Background: an optimization exercise with open tools, aiming at small area. Do not read the settings as production practice. The RTL was checked by simulation tests, not by an equivalence proof against the original design. Power and IR drop assume default switching activity.

==> flow/design.v (excerpt) <==
module scan_top
#(
    parameter int LINE_CLKS    = 64,
    parameter int PIX_PER_LINE = 16,
    parameter int FIFO_DEPTH   = 16,
    parameter int AFULL_LEVEL  = 12
)
(
    input  logic                                w_clk_1,
    input  logic                                w_adc_rst,
    input  cis_pkg::adc_sample_t                dc,
    input  cis_pkg::line_mode_t                 mode,
    input  cis_pkg::pix_src_t                   src_sel,
    input  logic [cis_pkg::on_cnt_w-1:0]        r_on_cnt,
    input  logic [cis_pkg::on_cnt_w-1:0]        g_on_cnt,
    input  logic [cis_pkg::on_cnt_w-1:0]        b_on_cnt,
    output logic [2:0]                          lrgb,
    output logic                                si,
    input  logic                                dma_on,
    input  mem_pkg::mem_addr_t                  start_adr,
    input  mem_pkg::mem_addr_t                  buf_size,
    output mem_pkg::mem_addr_t                  mem_address,
    output logic [31:0]                         mem_writedata,
    output logic                                mem_write,
    input  logic                                mem_waitrequest,
    output logic [mem_pkg::done_cnt_w-1:0]      done_cnt,
    output logic                                fifo_afull,
    output logic                                fifo_ovr
);
export LEC_CHECK = 0
export CAP_MARGIN = 0
export CORE_MARGIN = 2
export CORE_UTILIZATION = 65
export SLEW_MARGIN = 0
create_clock -name core_clock -period 5.0 [get_ports {w_clk_1}]
standard.sh (not shown) runs the stock make flow with config.mk's settings and CLKGATE_MAP_FILE= SYNTH_SCRIPT=/design/flow/synth_recipe.tcl, a recipe that flattens the netlist after the stock synthesis.
==> flow/flow/run.sh <==
#!/bin/bash
# Standard ORFS layout (standard.sh) with three changes:
#  - ABC maps for area: a copy of ORFS's scripts folder whose abc_speed.script
#    is replaced by flow/abc_area_map.script (registers are untouched by ABC);
#  - port buffers are buf_1 instead of the default clkdlybuf4s50_1;
#  - the clock tree uses clkbuf_8 clusters of up to 18 sinks and no dummy loads.
set -euo pipefail
cd "$(dirname "$0")/.."
rm -rf scripts_area
cp -r "$FLOW_HOME/scripts" scripts_area
cp flow/abc_area_map.script scripts_area/abc_speed.script
export BUFFER_PORTS_ARGS="-buffer_cell sky130_fd_sc_hd__buf_1"
export CTS_ARGS="-sink_clustering_enable -repair_clock_nets -dont_use_dummy_load -buf_list {sky130_fd_sc_hd__clkbuf_8} -sink_clustering_size 18 -sink_clustering_max_diameter 70"
bash standard.sh SCRIPTS_DIR="$PWD/scripts_area" finish > layout.log 2>&1
==> flow/flow/abc_area_map.script <==
strash
&get -n
&st
&dch -f
&nf -R 1000
&put
The first run completed without violations.
Rerun with:
--- a/flow/config.mk
+++ b/flow/config.mk
@@ -7,5 +7,5 @@
 export LEC_CHECK = 0
-export CAP_MARGIN = 0
+export CAP_MARGIN = 10
 export CORE_MARGIN = 2
 export CORE_UTILIZATION = 65
-export SLEW_MARGIN = 0
+export SLEW_MARGIN = 10
After rerunning:
- clock-buffer cell count is unchanged
- area after synthesis is unchanged
- cell area stays the same

* * *

== lane 2 ==
scan_top, a different RTL version from the one above (not shown whole).
Size: roughly 1900 cells after synthesis, about 680 flip-flops, roughly 27000 µm² of cells after synthesis.
==> flow/config.mk <==
export PLATFORM = sky130hd
export DESIGN_NAME = scan_top
export DESIGN_NICKNAME = scan_top
export VERILOG_FILES = /design/flow/design.v
export SDC_FILE = /design/flow/constraint.sdc
export NUM_CORES = 4
export LEC_CHECK = 0
export CAP_MARGIN = 20
export CORE_MARGIN = 2
export CORE_UTILIZATION = 40
export SLEW_MARGIN = 20
==> flow/constraint.sdc <==
create_clock -name core_clock -period 5.0 [get_ports {w_clk_1}]
set_input_delay 1.0000 -clock core_clock [delete_from_list [all_inputs] [get_ports {w_clk_1}]]
set_output_delay 1.0000 -clock core_clock [all_outputs]
set_load 0.01 [all_outputs]
run.sh (not shown) runs the stock make flow with config.mk's settings and CLKGATE_MAP_FILE= SYNTH_SCRIPT=/design/flow/synth_recipe.tcl, a recipe that flattens the netlist after the stock synthesis.
Stock flow here: none of the scripts above is used.
Relative to lane 2, the following input files were edited for lane 4:
- CORE_UTILIZATION: 40 -> 65
==> flow/flow/run.sh (new file) <==
#!/bin/bash
# Standard ORFS layout with smaller port buffers and a leaner clock tree.
set -euo pipefail
export BUFFER_PORTS_ARGS="-buffer_cell sky130_fd_sc_hd__buf_1"
export CTS_ARGS="-sink_clustering_enable -repair_clock_nets -dont_use_dummy_load -buf_list {sky130_fd_sc_hd__clkbuf_8} -sink_clustering_size 18 -sink_clustering_max_diameter 70"
bash standard.sh > standard.log 2>&1
==> flow/standard.sh (new file) <==
#!/bin/bash
# synth_recipe.tcl (not shown) runs the flow's synth.tcl, then flattens the netlist and writes it again
# the make line also repeats each setting of config.mk as NAME=value (left out here)
make -C /OpenROAD-flow-scripts/flow DESIGN_CONFIG=/design/flow/config.mk WORK_HOME=/design/flow/orfs CLKGATE_MAP_FILE= SYNTH_SCRIPT=/design/flow/synth_recipe.tcl "${@:-finish}"
removed: flow/run.sh
[summary]
From lane 2 to lane 4 the numbers moved as follows: total number of H-tree levels saw a decrease; critical-path maximum fanout went up by 1; amount of wire on met3 after detailed routing fell 740 µm.
Diff lane 2 -> lane 4: internal power summed over all cells saw a decrease, cell area after layout lost 11%, met1 layer wirelength in the final routing went down 7.7%.

* * *

Setup of run 1:
scan_top again, from the RTL that the note above started with.
export LEC_CHECK = 0
export CAP_MARGIN = 20
export CORE_MARGIN = 2
export CORE_UTILIZATION = 40
export SLEW_MARGIN = 20
create_clock -name core_clock -period 5.0 [get_ports {w_clk_1}]
standard.sh (not shown) runs the stock make flow with config.mk's settings and CLKGATE_MAP_FILE= SYNTH_SCRIPT=/design/flow/synth_recipe.tcl, a recipe that flattens the netlist after the stock synthesis.
==> flow/flow/run.sh <==
#!/bin/bash
# Standard ORFS layout with smaller port buffers and a leaner clock tree.
set -euo pipefail
export BUFFER_PORTS_ARGS="-buffer_cell sky130_fd_sc_hd__buf_1"
export CTS_ARGS="-sink_clustering_enable -repair_clock_nets -dont_use_dummy_load -buf_list {sky130_fd_sc_hd__clkbuf_4 sky130_fd_sc_hd__clkbuf_8}"
bash standard.sh > standard.log 2>&1
#### Input delta (run 2 over run 1)
==> flow/flow/run.sh <==
#!/bin/bash
# Standard ORFS layout with smaller port buffers and a leaner clock tree.
set -euo pipefail
export BUFFER_PORTS_ARGS="-buffer_cell sky130_fd_sc_hd__buf_1"
export CTS_ARGS="-sink_clustering_enable -repair_clock_nets -dont_use_dummy_load -buf_list {sky130_fd_sc_hd__clkbuf_8} -sink_clustering_size 14"
bash standard.sh > standard.log 2>&1
--- a/flow/config.mk
+++ b/flow/config.mk
@@ -9,3 +9,3 @@
 export CORE_MARGIN = 2
-export CORE_UTILIZATION = 40
+export CORE_UTILIZATION = 65
 export SLEW_MARGIN = 20
## What came out
Re width of the die: run 2 is about 20% down on run 1.
| number of storage elements in the synthesis netlist | run 2 vs run 1 | ≈ equal |
Compared with run 1, run 2 ends up with a smaller final cell area.
Summary of run 2 over run 1: clock-buffer cell count shrank by 4; number of enable-type register cells in the synthesized netlist flat; met3 global-route usage grew by 2.6 points; switching share of total power now smaller.
Compared to run 1, run 2 shows a narrower setup margin.
Changes observed in run 2 relative to run 1: die area went down; global-route wire length before repair went down; total routed wirelength went down.
Here is what was changed in the inputs of run 3 compared with run 2.
==> flow/flow/run.sh <==
#!/bin/bash
# Standard ORFS layout (standard.sh) with three changes:
#  - ABC maps for area: a copy of ORFS's scripts folder whose abc_speed.script
#    is replaced by flow/abc_area_map.script (registers are untouched by ABC);
#  - port buffers are buf_1 instead of the default clkdlybuf4s50_1;
#  - the clock tree uses clkbuf_8 clusters of up to 18 sinks and no dummy loads.
set -euo pipefail
cd "$(dirname "$0")/.."
rm -rf scripts_area
cp -r "$FLOW_HOME/scripts" scripts_area
cp flow/abc_area_map.script scripts_area/abc_speed.script
export BUFFER_PORTS_ARGS="-buffer_cell sky130_fd_sc_hd__buf_1"
export CTS_ARGS="-sink_clustering_enable -repair_clock_nets -dont_use_dummy_load -buf_list {sky130_fd_sc_hd__clkbuf_8} -sink_clustering_size 18 -sink_clustering_max_diameter 70"
bash standard.sh SCRIPTS_DIR="$PWD/scripts_area" finish > layout.log 2>&1
==> flow/flow/abc_area_map.script (new file) <==
strash
&get -n
&st
&dch -f
&nf -R 1000
&put
Comparing run 3 and run 2, the higher critical path data arrival time is on run 3. Run 3 ended up with a lower met3 routing resource usage after global routing than run 2 did. A endpoint of the worst setup timing path of done_cnt[14] is what run 3 shows, while done_cnt[12] belongs to run 2. Taking run 2 as the reference, in run 3 area added between synthesis and finish saw a decrease, sequential share of layout area grew by 4.4 points. The layout clock buffer count in run 3 is 0.43 times that in run 2. When the final numbers for run 3 and run 2 were put side by side, the post-synthesis share of cell area spent on and, or, nand and nor gates turned out to be smaller in run 3. Compared with run 2, run 3 shows a first-pass GRT wire length that is 12% lower.
Edits applied to the flow inputs when going from run 3 to run 4:
==> flow/flow/run.sh <==
#!/bin/bash
# Standard ORFS layout with smaller port buffers and a leaner clock tree.
set -euo pipefail
export BUFFER_PORTS_ARGS="-buffer_cell sky130_fd_sc_hd__buf_1"
export CTS_ARGS="-sink_clustering_enable -repair_clock_nets -dont_use_dummy_load -buf_list {sky130_fd_sc_hd__clkbuf_8 sky130_fd_sc_hd__clkbuf_16} -sink_clustering_size 24 -sink_clustering_max_diameter 60"
bash standard.sh > standard.log 2>&1
removed: flow/flow/abc_area_map.script
Against run 3, run 4 reports a finished layout cell area that is higher. Between run 4 and run 3, the share of layout cells above drive strength 1 figures differ only marginally. The area fraction in and, or, nand and nor cells after synthesis number comes out lower for run 3 vs run 4.

* * *

run A:
The RTL this note starts from:
==> flow/design.v <==
package cis_pkg;
localparam int adc_w      = 12;                  
localparam int on_cnt_w   = 16;                  
typedef logic [adc_w-1:0] adc_sample_t;
localparam adc_sample_t const_pattern = 12'hA5A;     
typedef enum logic [1:0]
{
    color_red   = 2'd0,
    color_green = 2'd1,
    color_blue  = 2'd2
} color_t;
typedef enum logic [1:0]
{
    mode_off    = 2'd0,                          
    mode_mono   = 2'd1,                          
    mode_rgb    = 2'd2                           
} line_mode_t;
typedef enum logic [1:0]
{
    src_adc     = 2'd0,
    src_ramp    = 2'd1,
    src_const   = 2'd2
} pix_src_t;
typedef struct packed
{
    color_t         color;                       
    logic [5:0]     line_idx;                    
    adc_sample_t    samp0;                       
    adc_sample_t    samp1;                       
} pix_word_t;
endpackage
package mem_pkg;
localparam int addr_w     = 28;                  
localparam int done_cnt_w = 16;                  
typedef logic [addr_w-1:0] mem_addr_t;
localparam mem_addr_t word_bytes = 28'd4;        
typedef enum logic [1:0]
{
    wr_idle     = 2'd0,                          
    wr_pop      = 2'd1,                          
    wr_write    = 2'd2                           
} wr_state_t;
endpackage
`timescale 1ns/10ps
module scan_top
#(
    parameter int LINE_CLKS    = 64,
    parameter int PIX_PER_LINE = 16,
    parameter int FIFO_DEPTH   = 16,
    parameter int AFULL_LEVEL  = 12
)
(
    input  logic                                w_clk_1,
    input  logic                                w_adc_rst,
    input  cis_pkg::adc_sample_t                dc,
    input  cis_pkg::line_mode_t                 mode,
    input  cis_pkg::pix_src_t                   src_sel,
    input  logic [cis_pkg::on_cnt_w-1:0]        r_on_cnt,
    input  logic [cis_pkg::on_cnt_w-1:0]        g_on_cnt,
    input  logic [cis_pkg::on_cnt_w-1:0]        b_on_cnt,
    output logic [2:0]                          lrgb,
    output logic                                si,
    input  logic                                dma_on,
    input  mem_pkg::mem_addr_t                  start_adr,
    input  mem_pkg::mem_addr_t                  buf_size,
    output mem_pkg::mem_addr_t                  mem_address,
    output logic [31:0]                         mem_writedata,
    output logic                                mem_write,
    input  logic                                mem_waitrequest,
    output logic [mem_pkg::done_cnt_w-1:0]      done_cnt,
    output logic                                fifo_afull,
    output logic                                fifo_ovr
);
logic [5:0]     p;
logic           line_on;
logic [1:0]     color;
logic [1:0]     color_nxt;
logic [15:0]    on_nxt;
logic [15:0]    led_left;
logic           led_on;
logic           line_end;
logic           line_start;
logic           mode_off;
assign mode_off   = (mode == 2'd0);
assign line_end   = (p == 6'd62);
assign line_start = line_end && !mode_off;
always_comb
begin
    if (mode == 2'd2)
        color_nxt = (color == 2'd0) ? 2'd1 : (color == 2'd1) ? 2'd2 : 2'd0;
    else
        color_nxt = 2'd0;
    case (color_nxt)
        2'd1:    on_nxt = g_on_cnt;
        2'd2:    on_nxt = b_on_cnt;
        default: on_nxt = r_on_cnt;
    endcase
end
assign led_on = (led_left != '0);
always_ff @(posedge w_clk_1)
begin
    if (w_adc_rst)
    begin
        p        <= 6'h3F;
        line_on  <= 1'b0;
        color    <= 2'd2;
        led_left <= '0;
    end
    else
    begin
        p <= p + 1'b1;
        if (line_end)
            line_on <= !mode_off;
        if (line_start)
            color <= color_nxt;
        if (line_start)
            led_left <= on_nxt;
        else if (mode_off)
            led_left <= '0;
        else
            led_left <= led_left - {15'd0, led_on};
    end
end
assign si   = line_on && (p == 6'h3F);
assign lrgb = led_on ? ~(3'b001 << color) : 3'b111;
logic [11:0]    adc_q;
logic [11:0]    src_val;
logic [11:0]    first_q;             
logic [5:0]     line_tag;
logic           samp_act;
logic           form;                
logic           pix_dv;              
assign samp_act = line_on && (p[5:4] == 2'd0);
assign form     = samp_act && p[0];
always_comb
begin
    case (src_sel)
        2'd1:    src_val = {8'd0, p[3:0]};
        2'd2:    src_val = 12'hA5A;
        default: src_val = adc_q;
    endcase
end
always_ff @(posedge w_clk_1)
begin
    adc_q   <= dc;
    first_q <= src_val;
end
always_ff @(posedge w_clk_1)
begin
    if (w_adc_rst)
    begin
        pix_dv   <= 1'b0;
        line_tag <= 6'h3F;
    end
    else
    begin
        pix_dv <= form;
        if (line_start)
            line_tag <= line_tag + 1'b1;
    end
end
logic [31:0]    stage [0:15];
logic [4:0]     count;
logic           full;
logic           empty;
logic           pop;
logic           shift_in;
logic           wr_ok;
logic [3:0]     head;                
logic [31:0]    head_word;
assign full     = count[4];
assign empty    = (count == 5'd0);
assign shift_in = form && (!full || pop);
assign wr_ok    = pix_dv && !full;
assign head_word = stage[head];
always_ff @(posedge w_clk_1)
begin
    if (shift_in)
    begin
        stage[0] <= {color, line_tag, first_q, src_val};
        for (int i = 1; i < 16; i++)
            stage[i] <= stage[i-1];
    end
end
always_ff @(posedge w_clk_1)
begin
    if (w_adc_rst)
    begin
        count    <= '0;
        fifo_ovr <= 1'b0;
        head     <= 4'hF;
    end
    else
    begin
        count <= count + {4'd0, wr_ok} - {4'd0, pop};
        head  <= head + {3'd0, shift_in} - {3'd0, pop};
        if (pix_dv && full)
            fifo_ovr <= 1'b1;
    end
end
assign fifo_afull = (count >= 5'd12);
localparam logic [1:0] WR_IDLE = 2'd0, WR_POP = 2'd1, WR_WRITE = 2'd2;
logic [1:0]     state;
logic [27:0]    beat_n;
logic [27:0]    beat_n_inc;
logic [27:0]    adr_inc;
logic [15:0]    done_inc;
logic           idle;
logic           beat_done;
logic           buf_end;
assign idle      = (state == WR_IDLE);
assign pop       = (state == WR_POP);
assign mem_write = (state == WR_WRITE);
assign beat_done = mem_write && !mem_waitrequest;
assign buf_end   = beat_done && (beat_n == buf_size);
assign beat_n_inc = beat_n + {27'd0, beat_done};
assign adr_inc = mem_address + {25'd0, beat_done, 2'b0};
assign done_inc = done_cnt + {15'd0, buf_end};
always_ff @(posedge w_clk_1)
begin
    if (w_adc_rst)
    begin
        state    <= WR_IDLE;
        beat_n   <= 28'd1;
        done_cnt <= '0;
    end
    else
    begin
        case (state)
            WR_IDLE:  if (dma_on && !empty) state <= WR_POP;
            WR_POP:   state <= WR_WRITE;
            WR_WRITE: if (beat_done) state <= WR_IDLE;
            default:  state <= WR_IDLE;
        endcase
        beat_n   <= buf_end ? 28'd1 : beat_n_inc;
        done_cnt <= done_inc;
    end
end
always_ff @(posedge w_clk_1)
begin
    if (idle && (beat_n == 28'd1))
        mem_address <= start_adr;
    else
        mem_address <= adr_inc;
    if (pop)
        mem_writedata <= head_word;
end
endmodule
clock: 5.0 ns
lec_check: 0
cap_margin: 0
core_margin: 2
core_utilization: 75
slew_margin: 0
==> flow/flow/run.sh <==
#!/bin/bash
# Standard ORFS layout (standard.sh) with three changes:
#  - ABC maps for area: a copy of ORFS's scripts folder whose abc_speed.script
#    is replaced by flow/abc_area_map.script (registers are untouched by ABC);
#  - port buffers are buf_1 instead of the default clkdlybuf4s50_1;
#  - the clock tree uses clkbuf_8 clusters of up to 18 sinks and no dummy loads.
set -euo pipefail
cd "$(dirname "$0")/.."
rm -rf scripts_area
cp -r "$FLOW_HOME/scripts" scripts_area
cp flow/abc_area_map.script scripts_area/abc_speed.script
export BUFFER_PORTS_ARGS="-buffer_cell sky130_fd_sc_hd__buf_1"
export CTS_ARGS="-sink_clustering_enable -repair_clock_nets -dont_use_dummy_load -buf_list {sky130_fd_sc_hd__clkbuf_8} -sink_clustering_size 18 -sink_clustering_max_diameter 70"
bash standard.sh SCRIPTS_DIR="$PWD/scripts_area" finish > layout.log 2>&1
==> flow/flow/abc_area_map.script <==
strash
&get -n
&st
&dch -f
&nf -R 1000
&put
Changes in run B relative to run A:
Settings: changing CORE_UTILIZATION from 75 to 65; setting GPL_TIMING_DRIVEN to 0 for the first time.
==> comparison <==
- In terms of area used by multi-input combinational logic, run A and run B differ only marginally.
- Final worst-path cycle share for run B is higher than for run A.
- Comparing run B against run A, there is no change at all in aggregate global routing overflow.
- Area added between synthesis and finish, run A and run B, lower one = run A.
- Depth of the critical timing path with buffers and inverters included, run A and run B: higher on run A
[inputs] run C vs run B
Settings: CAP_MARGIN: 0 -> 20; GPL_TIMING_DRIVEN: 0 -> unset; SLEW_MARGIN: 0 -> 20.
[summary]
Run C has completed all stages; timing, DRC and antenna checks passed.
Against run B, run C reports a post-route minimum period that is higher.
Run C does better than run B on design area.
Going from run B to run C, non-clock buffer count in the final layout down about 4.5%; routed wire length lower; power per cell area saw an increase; post-layout instance count excluding filler cells went down 0.45%.

-- afterwards: timing with drivers on the ports --
The results above use ideal ports. As a check the final layouts listed here were re-extracted and re-timed, cells and wires unchanged. Step 1 (the two cells are an assumption about what drives the block):
set clk [get_ports {w_clk_1}]
set_driving_cell -lib_cell sky130_fd_sc_hd__clkbuf_16 $clk
set_driving_cell -lib_cell sky130_fd_sc_hd__buf_2 [delete_from_list [all_inputs] $clk]
Step 2 moves the port delays by t, midway between the first and last clock arrival at a register: inputs arrive t later, outputs are due t later. That takes back most of the time a late clock gives input paths. a / b / c = ideal / step 1 / step 2; a / b = the first two.
| run | t (ns) | setup slack, ns | clock arrival spread, ns |
|---|---|---|---|
| the first run of note 1 | 0.643 | 0.486 / 0.486 / -0.090 | 0.046 / 0.046 |
| the second run of note 1 | 0.643 | 0.486 / 0.486 / -0.090 | 0.046 / 0.046 |
| lane 2 | 0.665 | 0.685 / 0.685 / 0.208 | 0.024 / 0.024 |
| lane 4 | 0.672 | 0.705 / 0.705 / 0.650 | 0.095 / 0.095 |
| run 1 | 0.722 | 0.907 / 0.907 / 0.667 | 0.059 / 0.059 |
| run 2 | 0.715 | 0.654 / 0.654 / 0.646 | 0.100 / 0.101 |
| run 3 | 0.686 | 0.452 / 0.452 / 0.452 | 0.079 / 0.079 |
| run 4 | 0.613 | 0.710 / 0.711 / 0.696 | 0.092 / 0.092 |
| run A | 0.637 | 1.465 / 1.465 / 0.901 | 0.030 / 0.030 |
| run B | 0.672 | 1.384 / 1.384 / 0.925 | 0.049 / 0.049 |
| run C | 0.685 | 1.379 / 1.379 / 0.895 | 0.037 / 0.037 |
With both steps, setup timing fails in the first run of note 1 and the second run of note 1, where it was met with ideal ports.
